Background: an optimization exercise with open tools, aiming at small area and a short achievable clock period. Do not read the settings as production practice.
Where RTL was checked, it was by simulation tests only, not by an equivalence proof against the original.
Power figures rest on the tool's default switching activity, not on a simulated workload.

## mc_rf_top
module mc_rf_top #(
	parameter int NUM_CS = 8
) (
	input  logic clk,
	input  logic rst,
	input  logic bus_cyc_i,
	input  logic bus_stb_i,
	input  logic bus_we_i,
	input  logic [31:0] bus_addr_i,
	input  logic [mc_pkg::DATA_W-1:0] bus_data_i,
	input  logic mc_sts_i,
	input  logic cs_le_i,
	input  logic init_ack_i,
	input  logic lmr_ack_i,
	output logic ack_o,
	output logic [mc_pkg::DATA_W-1:0] rd_data_o,
	output logic wp_err_o,
	output logic [mc_pkg::MAX_CS-1:0] cs_o,
	output logic [mc_pkg::DATA_W-1:0] csc_sel_o,
	output logic [mc_pkg::DATA_W-1:0] tms_sel_o,
	output logic [mc_pkg::MAX_CS-1:0] cs_need_rfr_o,
	output logic [2:0] ref_int_o,
	output logic [7:0] rfr_ps_val_o,
	output logic mc_vpen_o,
	output logic fs_o,
	output logic init_req_o,
	output logic lmr_req_o,
	output logic [mc_pkg::MAX_CS-1:0] spec_req_cs_o
);
For scale: about 700 flip-flops, roughly 210 I/O pins.
==> flow/config.mk <==
export PLATFORM = sky130hd
export DESIGN_NAME = mc_rf_top
export DESIGN_NICKNAME = mc_rf_top
export VERILOG_FILES = /design/flow/design.v
export SDC_FILE = /design/flow/constraint.sdc
export NUM_CORES = 4
export LEC_CHECK = 0
export CAP_MARGIN = 20
export CORE_MARGIN = 2
export CORE_UTILIZATION = 40
export SETUP_SLACK_MARGIN = 4.5
export SLEW_MARGIN = 20
==> flow/constraint.sdc <==
create_clock -name core_clock -period 7.0 [get_ports {clk}]
set_input_delay 1.4000 -clock core_clock [delete_from_list [all_inputs] [get_ports {clk}]]
set_output_delay 1.4000 -clock core_clock [all_outputs]
set_load 0.01 [all_outputs]
standard.sh (not shown) runs the stock make flow with config.mk's settings and CLKGATE_MAP_FILE= SYNTH_SCRIPT=/design/flow/synth_recipe.tcl, a recipe that flattens the netlist after the stock synthesis.
==> flow/flow/run.sh <==
#!/bin/bash
# Standard ORFS layout, with resizing free to change cell footprints and
# plain buffers on the ports.
set -euo pipefail
bash standard.sh MATCH_CELL_FOOTPRINT=0 "BUFFER_PORTS_ARGS=-buffer_cell sky130_fd_sc_hd__buf_2" finish > standard.log 2>&1
Change:
- CORE_UTILIZATION: 40 -> 60
- CTS_BUF_LIST: default -> sky130_fd_sc_hd__clkbuf_8
- CTS_CLUSTER_SIZE: default -> 30
- SETUP_SLACK_MARGIN: 4.5 -> 4.0
Result: The new run produced a clean layout; synthesized cell count stays the same; first-iteration DRC count went up by 4.7%; power went down by 11%.
Change:
- SETUP_SLACK_MARGIN: 4.0 -> 4.5
Effect:
- area after synthesis is unchanged
- via count rose by a few percent
- power rose by a few percent
- utilization rose by 5.5 points
- non-clock buffer count rose by 126
Function was not checked in any run of this note: the RTL went through the layout flow alone.

* * *

Setup of lagoon:
mc_rf_top, a different RTL version from the one above (not shown whole).
Size: roughly 2100 cells after synthesis, roughly 710 flip-flops, about 210 I/O pins.
clock: 7.0 ns
lec_check: 0
cap_margin: 20
core_margin: 2
core_utilization: 60
cts_buf_list: sky130_fd_sc_hd__clkbuf_8
cts_cluster_size: 30
setup_slack_margin: 4.2
slew_margin: 20
==> flow/flow/run.sh <==
#!/bin/bash
# Standard ORFS layout (standard synthesis script), with resizing free to
# change cell footprints, plain buffers on the ports, and the slow
# single-size a222oi cell kept out of mapping and resizing.
set -euo pipefail
DU="$(cat flow/dont_use.txt)"
bash standard.sh MATCH_CELL_FOOTPRINT=0 "BUFFER_PORTS_ARGS=-buffer_cell sky130_fd_sc_hd__buf_2" "DONT_USE_CELLS=$DU" finish > standard.log 2>&1
==> flow/flow/dont_use.txt <==
sky130_fd_sc_hd__probe_p_8 sky130_fd_sc_hd__probec_p_8 sky130_fd_sc_hd__lpflow_bleeder_1 sky130_fd_sc_hd__lpflow_clkbufkapwr_1 sky130_fd_sc_hd__lpflow_clkbufkapwr_16 sky130_fd_sc_hd__lpflow_clkbufkapwr_2 sky130_fd_sc_hd__lpflow_clkbufkapwr_4 sky130_fd_sc_hd__lpflow_clkbufkapwr_8 sky130_fd_sc_hd__lpflow_clkinvkapwr_1 sky130_fd_sc_hd__lpflow_clkinvkapwr_16 sky130_fd_sc_hd__lpflow_clkinvkapwr_2 sky130_fd_sc_hd__lpflow_clkinvkapwr_4 sky130_fd_sc_hd__lpflow_clkinvkapwr_8 sky130_fd_sc_hd__lpflow_decapkapwr_12 sky130_fd_sc_hd__lpflow_decapkapwr_3 sky130_fd_sc_hd__lpflow_decapkapwr_4 sky130_fd_sc_hd__lpflow_decapkapwr_6 sky130_fd_sc_hd__lpflow_decapkapwr_8 sky130_fd_sc_hd__lpflow_inputiso0n_1 sky130_fd_sc_hd__lpflow_inputiso0p_1 sky130_fd_sc_hd__lpflow_inputiso1n_1 sky130_fd_sc_hd__lpflow_inputiso1p_1 sky130_fd_sc_hd__lpflow_inputisolatch_1 sky130_fd_sc_hd__lpflow_isobufsrc_1 sky130_fd_sc_hd__lpflow_isobufsrc_16 sky130_fd_sc_hd__lpflow_isobufsrc_2 sky130_fd_sc_hd__lpflow_isobufsrc_4 sky130_fd_sc_hd__lpflow_isobufsrc_8 sky130_fd_sc_hd__lpflow_isobufsrckapwr_16 sky130_fd_sc_hd__lpflow_lsbuf_lh_hl_isowell_tap_1 sky130_fd_sc_hd__lpflow_lsbuf_lh_hl_isowell_tap_2 sky130_fd_sc_hd__lpflow_lsbuf_lh_hl_isowell_tap_4 sky130_fd_sc_hd__lpflow_lsbuf_lh_isowell_4 sky130_fd_sc_hd__lpflow_lsbuf_lh_isowell_tap_1 sky130_fd_sc_hd__lpflow_lsbuf_lh_isowell_tap_2 sky130_fd_sc_hd__lpflow_lsbuf_lh_isowell_tap_4 sky130_fd_sc_hd__a222oi_1
lagoon: full flow OK, the timing, DRC and antenna checks passed
[inputs] onyx vs lagoon
diff --git a/flow/config.mk b/flow/config.mk
--- a/flow/config.mk
+++ b/flow/config.mk
@@ -11,4 +11,4 @@
 export CTS_BUF_LIST = sky130_fd_sc_hd__clkbuf_8
 export CTS_CLUSTER_SIZE = 30
-export SETUP_SLACK_MARGIN = 4.2
+export SETUP_SLACK_MARGIN = 4.4
 export SLEW_MARGIN = 20
==> results.txt <==
Against lagoon, onyx comes in about 2.6% higher on number of global-route vias before repair. Summary of onyx over lagoon: share of the final layout cell area in sequential cells fell by 1.4 points, wire length of the first global-routing pass rose by 3.8%, final cell count rose by about 4%, post-layout utilization of the core rose by 2.1 points, wire length rose by 7300 um. onyx ran in full, but the layout does not pass; the checks complain about max-capacitance violations, max-slew violations. Between lagoon and onyx, the count of clock-buffer cells in the layout is lower for onyx. For onyx, the end point of the critical path was wp_err_o$_DFFE_PP0P_, unlike lagoon, where it was tms_sel_n[7]$_DFFE_PP0P_. Required time of the worst setup path, lagoon and onyx: lower on lagoon. Vias: onyx more than lagoon.

[re-timing with driven ports]
How much do the figures lean on ideal ports? The routed layouts below were timed once more, with nothing changed but the port constraints.
Step 1 (the two cells are an assumption about what drives the block):
set clk [get_ports {clk}]
set_driving_cell -lib_cell sky130_fd_sc_hd__clkbuf_16 $clk
set_driving_cell -lib_cell sky130_fd_sc_hd__buf_2 [delete_from_list [all_inputs] $clk]
Step 2 moves the port delays by t, midway between the first and last clock arrival at a register: inputs arrive t later, outputs are due t later. That takes back most of the time a late clock gives input paths.
Three values: no drivers, after step 1, after step 2; two values: the first two.
run	t, ns	setup slack, ns	worst setup path after step 2	slew at the worst register clock pin (ns)	worst slew at a driven data input, ns
the first run of note 1	0.701	3.792 / 3.729 / 3.029	input to register	0.07 / 0.07	0.21
the second run of note 1	0.799	3.745 / 3.687 / 3.091	input to register	0.07 / 0.07	0.11
the third run of note 1	0.796	3.755 / 3.691 / 3.077	input to register	0.07 / 0.07	0.12
lagoon	0.805	3.724 / 3.688 / 2.882	input to register	0.07 / 0.07	0.14
onyx	0.804	3.683 / 3.683 / 2.879	input to register	0.07 / 0.07	0.21
For lagoon, which loses most, drivers alone change the setup slack by -0.036 ns; drivers and shift together by -0.842 ns.
